Source: an optimization exercise on an open RTL-to-GDS flow (aim: small area and a short achievable clock period). Production flows keep margins and buffers that such runs may drop. In this exercise RTL edits were held to simulation tests only and were not proved equivalent to the original. Power is estimated from default activity; no workload was simulated.

## design.v

```verilog
package decode_pkg;
  typedef enum logic [5:0] {
    OP_INVALID,
    OP_ADD, OP_SUB, OP_AND, OP_OR, OP_XOR, OP_SLT, OP_SLTU,
    OP_SRA, OP_SRL, OP_SLL, OP_MUL,
    OP_ADDI, OP_ANDI, OP_ORI, OP_XORI, OP_SLTI, OP_SLTIU,
    OP_SRAI, OP_SRLI, OP_SLLI,
    OP_LUI, OP_AUIPC,
    OP_LW, OP_SW,
    OP_JAL, OP_JALR,
    OP_BEQ, OP_BNE, OP_BLT, OP_BGE, OP_BLTU, OP_BGEU
  } op_t;
  typedef enum logic [2:0] {
    FMT_NONE, FMT_R, FMT_I, FMT_S, FMT_B, FMT_U, FMT_J
  } fmt_t;
  typedef enum logic [2:0] {
    IMM_NONE, IMM_I, IMM_S, IMM_B, IMM_U, IMM_J
  } imm_t;
  typedef struct packed {
    logic                  wr_reg;
    logic [5-1:0] rd;
  } dest_tag_t;
  typedef struct packed {
    logic              valid;
    logic [32-1:0] pc;
    op_t               op;
    logic [32-1:0] rs1_val;
    logic [32-1:0] rs2_val;
    logic [32-1:0] imm;
    dest_tag_t         dest;
    logic              is_branch;
  } de_bundle_t;
endpackage
module inst_decoder (
  input  logic [31:0]     inst,
  output decode_pkg::op_t op,
  output logic            rs1_used,
  output logic            rs2_used,
  output logic            wr_reg
);
  localparam logic [6:0] OPC_OP     = 7'b0110011;
  localparam logic [6:0] OPC_OP_IMM = 7'b0010011;
  localparam logic [6:0] OPC_LUI    = 7'b0110111;
  localparam logic [6:0] OPC_AUIPC  = 7'b0010111;
  localparam logic [6:0] OPC_LOAD   = 7'b0000011;
  localparam logic [6:0] OPC_STORE  = 7'b0100011;
  localparam logic [6:0] OPC_JAL    = 7'b1101111;
  localparam logic [6:0] OPC_JALR   = 7'b1100111;
  localparam logic [6:0] OPC_BRANCH = 7'b1100011;
  logic [6:0] opcode;
  logic [2:0] f3;
  logic [6:0] f7;
  logic       r_ok, i_ok, s_ok, b_ok, writes;
  assign opcode = inst[6:0];
  assign f3     = inst[14:12];
  assign f7     = inst[31:25];
  always_comb begin
    op = decode_pkg::OP_INVALID;
    case (opcode)
      OPC_OP: begin
        case ({f7, f3})
          10'b0000000_000: op = decode_pkg::OP_ADD;
          10'b0100000_000: op = decode_pkg::OP_SUB;
          10'b0000000_001: op = decode_pkg::OP_SLL;
          10'b0000000_010: op = decode_pkg::OP_SLT;
          10'b0000000_011: op = decode_pkg::OP_SLTU;
          10'b0000000_100: op = decode_pkg::OP_XOR;
          10'b0000000_101: op = decode_pkg::OP_SRL;
          10'b0100000_101: op = decode_pkg::OP_SRA;
          10'b0000000_110: op = decode_pkg::OP_OR;
          10'b0000000_111: op = decode_pkg::OP_AND;
          10'b0000001_000: op = decode_pkg::OP_MUL;
          default: op = decode_pkg::OP_INVALID;
        endcase
      end
      OPC_OP_IMM: begin
        case (f3)
          3'b000: op = decode_pkg::OP_ADDI;
          3'b010: op = decode_pkg::OP_SLTI;
          3'b011: op = decode_pkg::OP_SLTIU;
          3'b100: op = decode_pkg::OP_XORI;
          3'b110: op = decode_pkg::OP_ORI;
          3'b111: op = decode_pkg::OP_ANDI;
          3'b001: if (f7 == 7'b0000000) op = decode_pkg::OP_SLLI;
          3'b101: begin
            if (f7 == 7'b0000000) op = decode_pkg::OP_SRLI;
            else if (f7 == 7'b0100000) op = decode_pkg::OP_SRAI;
          end
          default: op = decode_pkg::OP_INVALID;
        endcase
      end
      OPC_LUI:   op = decode_pkg::OP_LUI;
      OPC_AUIPC: op = decode_pkg::OP_AUIPC;
      OPC_JAL:   op = decode_pkg::OP_JAL;
      OPC_LOAD:  if (f3 == 3'b010) op = decode_pkg::OP_LW;
      OPC_STORE: if (f3 == 3'b010) op = decode_pkg::OP_SW;
      OPC_JALR:  if (f3 == 3'b000) op = decode_pkg::OP_JALR;
      OPC_BRANCH: begin
        case (f3)
          3'b000: op = decode_pkg::OP_BEQ;
          3'b001: op = decode_pkg::OP_BNE;
          3'b100: op = decode_pkg::OP_BLT;
          3'b101: op = decode_pkg::OP_BGE;
          3'b110: op = decode_pkg::OP_BLTU;
          3'b111: op = decode_pkg::OP_BGEU;
          default: op = decode_pkg::OP_INVALID;
        endcase
      end
      default: op = decode_pkg::OP_INVALID;
    endcase
  end
  always_comb begin
    r_ok = 1'b0;
    i_ok = 1'b0;
    s_ok = 1'b0;
    b_ok = 1'b0;
    writes = 1'b0;
    case (opcode)
      OPC_OP: begin
        r_ok = (f7 == 7'b0000000) ||
               (f7 == 7'b0100000 && (f3 == 3'b000 || f3 == 3'b101)) ||
               (f7 == 7'b0000001 && f3 == 3'b000);
        writes = r_ok;
      end
      OPC_OP_IMM: begin
        i_ok = (f3 != 3'b001 && f3 != 3'b101) || (f7 == 7'b0000000) ||
               (f3 == 3'b101 && f7 == 7'b0100000);
        writes = i_ok;
      end
      OPC_LOAD: begin
        i_ok = (f3 == 3'b010);
        writes = i_ok;
      end
      OPC_JALR: begin
        i_ok = (f3 == 3'b000);
        writes = i_ok;
      end
      OPC_STORE:  s_ok = (f3 == 3'b010);
      OPC_BRANCH: b_ok = (f3 != 3'b010 && f3 != 3'b011);
      OPC_LUI, OPC_AUIPC, OPC_JAL: writes = 1'b1;
      default: ;
    endcase
  end
  assign rs1_used = r_ok || i_ok || s_ok || b_ok;
  assign rs2_used = r_ok || s_ok || b_ok;
  assign wr_reg   = writes && (inst[11:7] != 5'd0);
endmodule
module reg_file (
  input  logic                  clk,
  input  logic                  reset,
  input  logic                  rd_en,    
  input  logic [5-1:0] rs1,
  input  logic [5-1:0] rs2,
  output logic [32-1:0]     rs1_val,
  output logic [32-1:0]     rs2_val,
  input  logic                  wr_en,
  input  logic [5-1:0] wr_idx,
  input  logic [32-1:0]     wr_data
);
  logic [32-1:0]    wd;      
  logic [32-1:0] we;      
  logic [32-1:0] sel1;    
  logic [32-1:0] sel2;
  logic [32-1:0]    regs [1:32-1];
  assign wd = wr_data & {32{~reset}};
  always_comb begin
    for (int i = 0; i < 32; i++) begin
      we[i]   = reset || (wr_en && wr_idx == i);
      sel1[i] = rd_en && rs1 == i && i != 0;
      sel2[i] = rd_en && rs2 == i && i != 0;
    end
  end
  generate
    for (genvar i = 1; i < 32; i++) begin : g_reg
      always_ff @(posedge clk) begin
        if (we[i]) regs[i] <= wd;
      end
    end
  endgenerate
  always_comb begin
    rs1_val = '0;
    rs2_val = '0;
    for (int i = 1; i < 32; i++) begin
      rs1_val = rs1_val | (regs[i] & {32{sel1[i]}});
      rs2_val = rs2_val | (regs[i] & {32{sel2[i]}});
    end
  end
endmodule
module hazard_unit (
  input  logic [5-1:0]           rs1,
  input  logic [5-1:0]           rs2,
  input  logic                            rs1_used,
  input  logic                            rs2_used,
  input  logic [3*(1 + 5)-1:0] inflight,
  output logic                            hazard
);
  logic m1, m2;
  always_comb begin
    m1 = 1'b0;
    m2 = 1'b0;
    for (int i = 0; i < 3; i++) begin
      if (inflight[i*(1 + 5) + 5] && inflight[i*(1 + 5) +: 5] == rs1) m1 = 1'b1;
      if (inflight[i*(1 + 5) + 5] && inflight[i*(1 + 5) +: 5] == rs2) m2 = 1'b1;
    end
  end
  assign hazard = (rs1_used && m1) || (rs2_used && m2);
endmodule
module stage_latch #(
  parameter int WIDTH = 1
) (
  input  logic     clk,
  input  logic     bubble,
  input  logic [WIDTH-1:0] d,
  output logic [WIDTH-1:0] q
);
  always_ff @(posedge clk) begin
    if (bubble) begin
      q <= '0;  
    end else begin
      q <= d;
    end
  end
endmodule
module decode_top (
  input  logic                  clk,
  input  logic                  reset,
  input  logic                  fe_valid,
  input  logic [31:0]           fe_inst,
  input  logic [32-1:0]     fe_pc,
  input  logic                  br_flush,
  input  logic [32-1:0]     wb_value,
  output logic                  fe_stall,
  output logic                  de_valid,
  output decode_pkg::op_t       de_op,
  output logic [32-1:0]     de_pc,
  output logic [32-1:0]     de_rs1_val,
  output logic [32-1:0]     de_rs2_val,
  output logic [32-1:0]     de_imm,
  output logic [5-1:0] de_rd,
  output logic                  de_wr_reg,
  output logic                  de_is_branch
);
  decode_pkg::op_t op;
  logic            rs1_used;
  logic            rs2_used;
  logic            wr_reg;
  logic            hazard;
  logic            de_bubble;
  logic              valid_q;
  logic [32-1:0] pc_q;
  decode_pkg::op_t   op_q;
  logic [4:0]        rd_q;
  logic              wr_q;
  logic [31:12]      ir_q;    
  logic [4:0]        rd1_q, rd2_q, rd3_q;
  logic              wr1_q, wr2_q, wr3_q;
  inst_decoder u_dec (
    .inst     (fe_inst),
    .op       (op),
    .rs1_used (rs1_used),
    .rs2_used (rs2_used),
    .wr_reg   (wr_reg)
  );
  hazard_unit u_haz (
    .rs1      (fe_inst[19:15]),
    .rs2      (fe_inst[24:20]),
    .rs1_used (rs1_used),
    .rs2_used (rs2_used),
    .inflight ({wr2_q, rd2_q, wr1_q, rd1_q, wr_q, rd_q}),
    .hazard   (hazard)
  );
  assign fe_stall  = fe_valid && hazard;
  assign de_bubble = reset || fe_stall || br_flush || !fe_valid;  
  stage_latch #(.WIDTH(1 + 32 + 6 + 5 + 1)) u_de_latch (
    .clk    (clk),
    .bubble (de_bubble),
    .d      ({1'b1, fe_pc, op, fe_inst[11:7], wr_reg}),
    .q      ({valid_q, pc_q, op_q, rd_q, wr_q})
  );
  always_ff @(posedge clk) begin
    ir_q  <= fe_inst[31:12];
    rd1_q <= rd_q;
    rd2_q <= rd1_q;
    rd3_q <= rd2_q;
  end
  stage_latch #(.WIDTH(3)) u_track (
    .clk    (clk),
    .bubble (reset),
    .d      ({wr_q, wr1_q, wr2_q}),
    .q      ({wr1_q, wr2_q, wr3_q})
  );
  reg_file u_rf (
    .clk     (clk),
    .reset   (reset),
    .rd_en   (valid_q),
    .rs1     (ir_q[19:15]),
    .rs2     (ir_q[24:20]),
    .rs1_val (de_rs1_val),
    .rs2_val (de_rs2_val),
    .wr_en   (wr3_q),
    .wr_idx  (rd3_q),
    .wr_data (wb_value)
  );
  logic [31:0] ir;
  assign ir = {ir_q, rd_q, 7'b0};
  always_comb begin
    case (op_q)
      decode_pkg::OP_ADDI, decode_pkg::OP_ANDI, decode_pkg::OP_ORI, decode_pkg::OP_XORI,
      decode_pkg::OP_SLTI, decode_pkg::OP_SLTIU, decode_pkg::OP_SRAI, decode_pkg::OP_SRLI,
      decode_pkg::OP_SLLI, decode_pkg::OP_LW, decode_pkg::OP_JALR:
        de_imm = {{(32-12){ir[31]}}, ir[31:20]};
      decode_pkg::OP_SW:
        de_imm = {{(32-12){ir[31]}}, ir[31:25], ir[11:7]};
      decode_pkg::OP_BEQ, decode_pkg::OP_BNE, decode_pkg::OP_BLT,
      decode_pkg::OP_BGE, decode_pkg::OP_BLTU, decode_pkg::OP_BGEU:
        de_imm = {{(32-12){ir[31]}}, ir[7], ir[30:25], ir[11:8], 1'b0};
      decode_pkg::OP_LUI, decode_pkg::OP_AUIPC:
        de_imm = {ir[31:12], 12'b0};
      decode_pkg::OP_JAL:
        de_imm = {{(32-20){ir[31]}}, ir[19:12], ir[20], ir[30:21], 1'b0};
      default:
        de_imm = '0;
    endcase
  end
  assign de_is_branch = (op_q == decode_pkg::OP_BEQ)  || (op_q == decode_pkg::OP_BNE) ||
                        (op_q == decode_pkg::OP_BLT)  || (op_q == decode_pkg::OP_BGE) ||
                        (op_q == decode_pkg::OP_BLTU) || (op_q == decode_pkg::OP_BGEU);
  assign de_valid  = valid_q;
  assign de_op     = op_q;
  assign de_pc     = pc_q;
  assign de_rd     = rd_q;
  assign de_wr_reg = wr_q;
endmodule
```

## run.sh

```bash
#!/bin/bash
# synth_recipe.tcl (not shown) runs the flow's synth.tcl, then flattens the netlist and writes it again
# the make line also repeats each setting of config.mk as NAME=value (left out here)
make -C /OpenROAD-flow-scripts/flow DESIGN_CONFIG=/design/flow/config.mk WORK_HOME=/design/flow/orfs CLKGATE_MAP_FILE= SYNTH_SCRIPT=/design/flow/synth_recipe.tcl finish
```

## config.mk

```make
export PLATFORM = sky130hd
export DESIGN_NAME = decode_top
export DESIGN_NICKNAME = decode_top
export VERILOG_FILES = /design/flow/design.v
export SDC_FILE = /design/flow/constraint.sdc
export NUM_CORES = 4
export LEC_CHECK = 0
export ABC_CLOCK_PERIOD_IN_PS = 4500
export CAP_MARGIN = 20
export CORE_MARGIN = 2
export CORE_UTILIZATION = 40
export SETUP_SLACK_MARGIN = 0.2
export SLEW_MARGIN = 20
```

## constraint.sdc

```tcl
create_clock -name core_clock -period 5.5 [get_ports {clk}]
set_input_delay 1.1000 -clock core_clock [delete_from_list [all_inputs] [get_ports {clk}]]
set_output_delay 1.1000 -clock core_clock [all_outputs]
set_load 0.01 [all_outputs]
```

==> notes.md <==
-- flip-flops by register name (all words and copies together), names as in the netlist --
signal	count
rd1_q	5
rd2_q	5
rd3_q	5
u_track.q	3
u_de_latch.q	45
ir_q	20
u_rf.regs	992
-- per-stage QoR --
stage	hold WS [ns]	area, um2	instances
global route	0.4005	56040	5274
CTS	0.3888	55150	5194
floorplan	0.3732	45000	3213
finish	0.3866	56040	5275
global placement	0.3818	50830	4923
detailed placement	0.3807	50900	4926
-- power breakdown --
group          switching, mW  total, mW  internal, mW
combinational          0.678      0.930         0.252
clock                   3.33       7.63          4.30
sequential             0.353       9.91          9.56
total                   4.36       18.5          14.1
-- kinds of logic (layout without fill, tap and decap cells) --
| family | after synthesis | count (layout) | share of synthesized area |
|---|---|---|---|
| muxes | 4 | 4 | 0.0009175 |
| other | 0 | 4 | 0 |
| AOI/OAI and AO/OA | 1047 | 1047 | 0.1784 |
| buffers and inverters | 237 | 792 | 0.02322 |
| xor gates and xnor gates | 31 | 31 | 0.006033 |
| and+or+nand+nor | 819 | 822 | 0.09253 |
| DFF | 1075 | 1075 | 0.6989 |
-- cell usage in the layout, fill, tap and decap left out, types with 22 or more instances in the layout --
cell             count
nor4_1              36
dfxtp_1             82
a222oi_1            63
buf_12              55
edfxtp_1           992
clkbuf_16          112
nor3_1              54
nor2_1              46
a22oi_1            878
clkinv_1            22
nand2_1            289
clkdlybuf4s50_1    241
nor2b_1             29
nand3_1             59
nor3b_1             37
buf_4              278
nand4_1             86
nor2_4              64
-- critical path: stages, from the launching register on --
cell and delay (ns):
dfxtp_2 0.53, or4b_1 0.64, nor2_4 0.75, buf_4 0.42, a22oi_1 0.13, and3_1 0.20
nand3_1 0.14, clkdlybuf4s50_1 0.59
-- metal layers --
metal / vias to the layer above / part of all wire
li1: 14261 / -
met1: 18298 / 0.32
met2: 4537 / 0.41
met3: 1211 / 0.18
met4: 6 / 0.088
met5: - / 0.00029
-- repair_timing --
item | CTS | global route
endpoints found under the setup margin | 38 | 62
endpoints found under the hold margin | 0 | 0
pin swaps | 14 | 28
gates cloned | 1 | 2
buffers inserted | 59 | 72
gates resized for setup | 2 | 7
-- synth_stat cells (4+ instances only) --
| master | count |
|---|---|
| a211oi_1 | 9 |
| a21o_1 | 15 |
| a21oi_1 | 7 |
| a221oi_1 | 10 |
| a222oi_1 | 63 |
| a22o_1 | 16 |
| a22oi_1 | 878 |
| and2_1 | 7 |
| and3_1 | 7 |
| and4_1 | 16 |
| buf_1 | 61 |
| buf_2 | 64 |
| buf_4 | 12 |
| buf_6 | 4 |
| clkbuf_1 | 92 |
| dfxtp_1 | 83 |
| edfxtp_1 | 992 |
| nand2_1 | 299 |
| nand2b_1 | 12 |
| nand3_1 | 60 |
| nand4_1 | 86 |
| nand4b_1 | 6 |
| nand4bb_1 | 8 |
| nor2_1 | 105 |
| nor2b_1 | 44 |
| nor3_1 | 54 |
| nor3b_1 | 37 |
| nor4_1 | 36 |
| o21ai_0 | 15 |
| o31ai_1 | 7 |
| o41ai_1 | 5 |
| or2_2 | 6 |
| or3_1 | 6 |
| or4_1 | 14 |
| xnor2_1 | 15 |
| xor2_1 | 16 |
-- worst paths after layout --
kind | from | end | slack (ns) | cells past startpoint
worst min-delay path | rd1_q[3] | rd2_q[3] | 0.39 | 0
worst min register to register | rd1_q[3] | rd2_q[3] | 0.39 | 0
worst max register to register | rd3_q[2] | u_rf.regs[22][5] | 2.02 | 4
worst max-delay path | u_de_latch.q[44] | de_rs1_val[3] | 0.26 | 7
-- final cells by class --
class | count | area (um2)
Sequential cell | 1075 | 31450
Timing Repair Buffer | 580 | 5724
Inverter | 4 | 15.01
Antenna cell | 4 | 10.01
Multi-Input combinational cell | 1904 | 13330
Fill cell | 9576 | 55990
Clock inverter | 79 | 770.7
Tap cell | 1500 | 1877
Clock buffer | 129 | 2867
==> impl_metrics.yaml <==
run:
  drv_cap: 0
cts:
  clk_pin_slew_ns: 0.06
  clockBufferDepth: 3
  cts_sinks: 1075
  htree_levels: 3
  clock_latency_ns: 0.73
  cts_root_buf: "clkbuf_16"
  cts_tree: "yes"
  cts_buffers: 111
  holdBufCountCts: 0
worst_setup_path:
  cp-end-kind: "primary output"
  crit_required_ns: 4.40
  worst_ep_arrival_time_ns: 4.14
  worst-setup-path-type: "reg2out"
  crit_fanout: 18
  cp-start-kind: "register"
global_route:
  grt_pass1_wl_um: 285900
  grt-busiest-layer: "met2"
  grt_util_met1: 0.4416
  met3_usage: 0.1446
  antenna_found_initial: 5
  gr-usage-all-layers: 0.3576
  grt_pass1_vias: 35893
  grt-ovfl-total: 0
  grt_max_degree: 46
  met2_usage: 0.5123
logic_synthesis:
  synth.top_cells.by_area: "edfxtp_1, a22oi_1, dfxtp_1"
  ys_seq_area_frac: 0.6989
  async_reset_ff_frac: 0
  synthesis.area_um2: 45000
  ys_ff_latch: 1075
  synthCells: 3213
  synth_nets: 3313
  netlist.area_leader.share: 0.6620
  synth.avg_cell_area_um2: 14.01
  synthFlopType: "edfxtp_1"
  yosysWarningCount: 7
  yosys.area.top_type: "edfxtp_1"
  synth_edf_count: 992
  ys_types: 64
sta:
  hold_viol: 0
  finalCritPeriodShare: 0.9531
  tightest_slew_ns: 1.294
  max_slew_margin: 0.1375
  tns_ns: 0
  final_max_slew_viol_count: 0
  layout_setup_ws_ns: 0.2580
  setup_viol: 0
  min_period_ns: 5.242
  clock.fmax_ghz: 0.1908
  fin_skew_ns: 0.02996
  rsz0062_at_grt: "no"
power_and_ir_drop:
  p_leak_nw: 19.66
  irDropWorstVdd_v: 0.0002713
  p_per_area_nw_per_um2: 329.6
  fin_total_pwr_mw: 18.47
detailed_routing:
  drc: 0
  vias: 38313
  wl_per_cell_um: 40.93
  wirelength_um: 215900
  dr.first_iter.drc_count: 9491
  ant_nets: 0
  vias_per_cell: 7.263
  drtPass1Iterations: 11
die:
  coreArea_um2: 112000
  io_pins: 243
  rows: 123
  die_w_um: 339.4
  fp.dieH_um: 339.4
  die-area_um2: 115200
  initial_core_util: 0.4017
cells_and_area:
  fin_util: 0.5002
  fin_nets: 3776
  drive_above_1_share: 0.1697
  areaGrowthSynthToFinish_pct: 24.54
placed_design:
  dp_hpwl_um: 121900
  gp_congestion: 0.9357
  dp_slack_ns: 0.5725
  io_buffers: 242
status:
  outcome: "finished clean"
worst_hold_path:
  hold_class: "reg2reg"

## afterwards: timing with drivers on the ports
The results above use ideal ports. As a check the final layout listed here was re-extracted and re-timed, cells and wires unchanged. Step 1: set_driving_cell puts a clkbuf_16 on clk and a buf_2 on each other input, an assumption about the parent block. Step 2 adds t to the input delays and takes it off the output delays; t is the mean of the earliest and latest rising clock arrival at the registers after step 1. Input paths then give back, and output paths get back, about the clock's delay inside the block. a / b / c = ideal / step 1 / step 2; a / b = the first two.
t (ns): 0.793
setup WS [ns]: 0.258 / 0.181 / 0.552
hold WS [ns]: 0.387 / 0.387 / 0.387
After both steps this run still meets setup and hold. For this run, drivers alone change the setup slack by -0.077 ns; drivers and shift together by +0.294 ns.
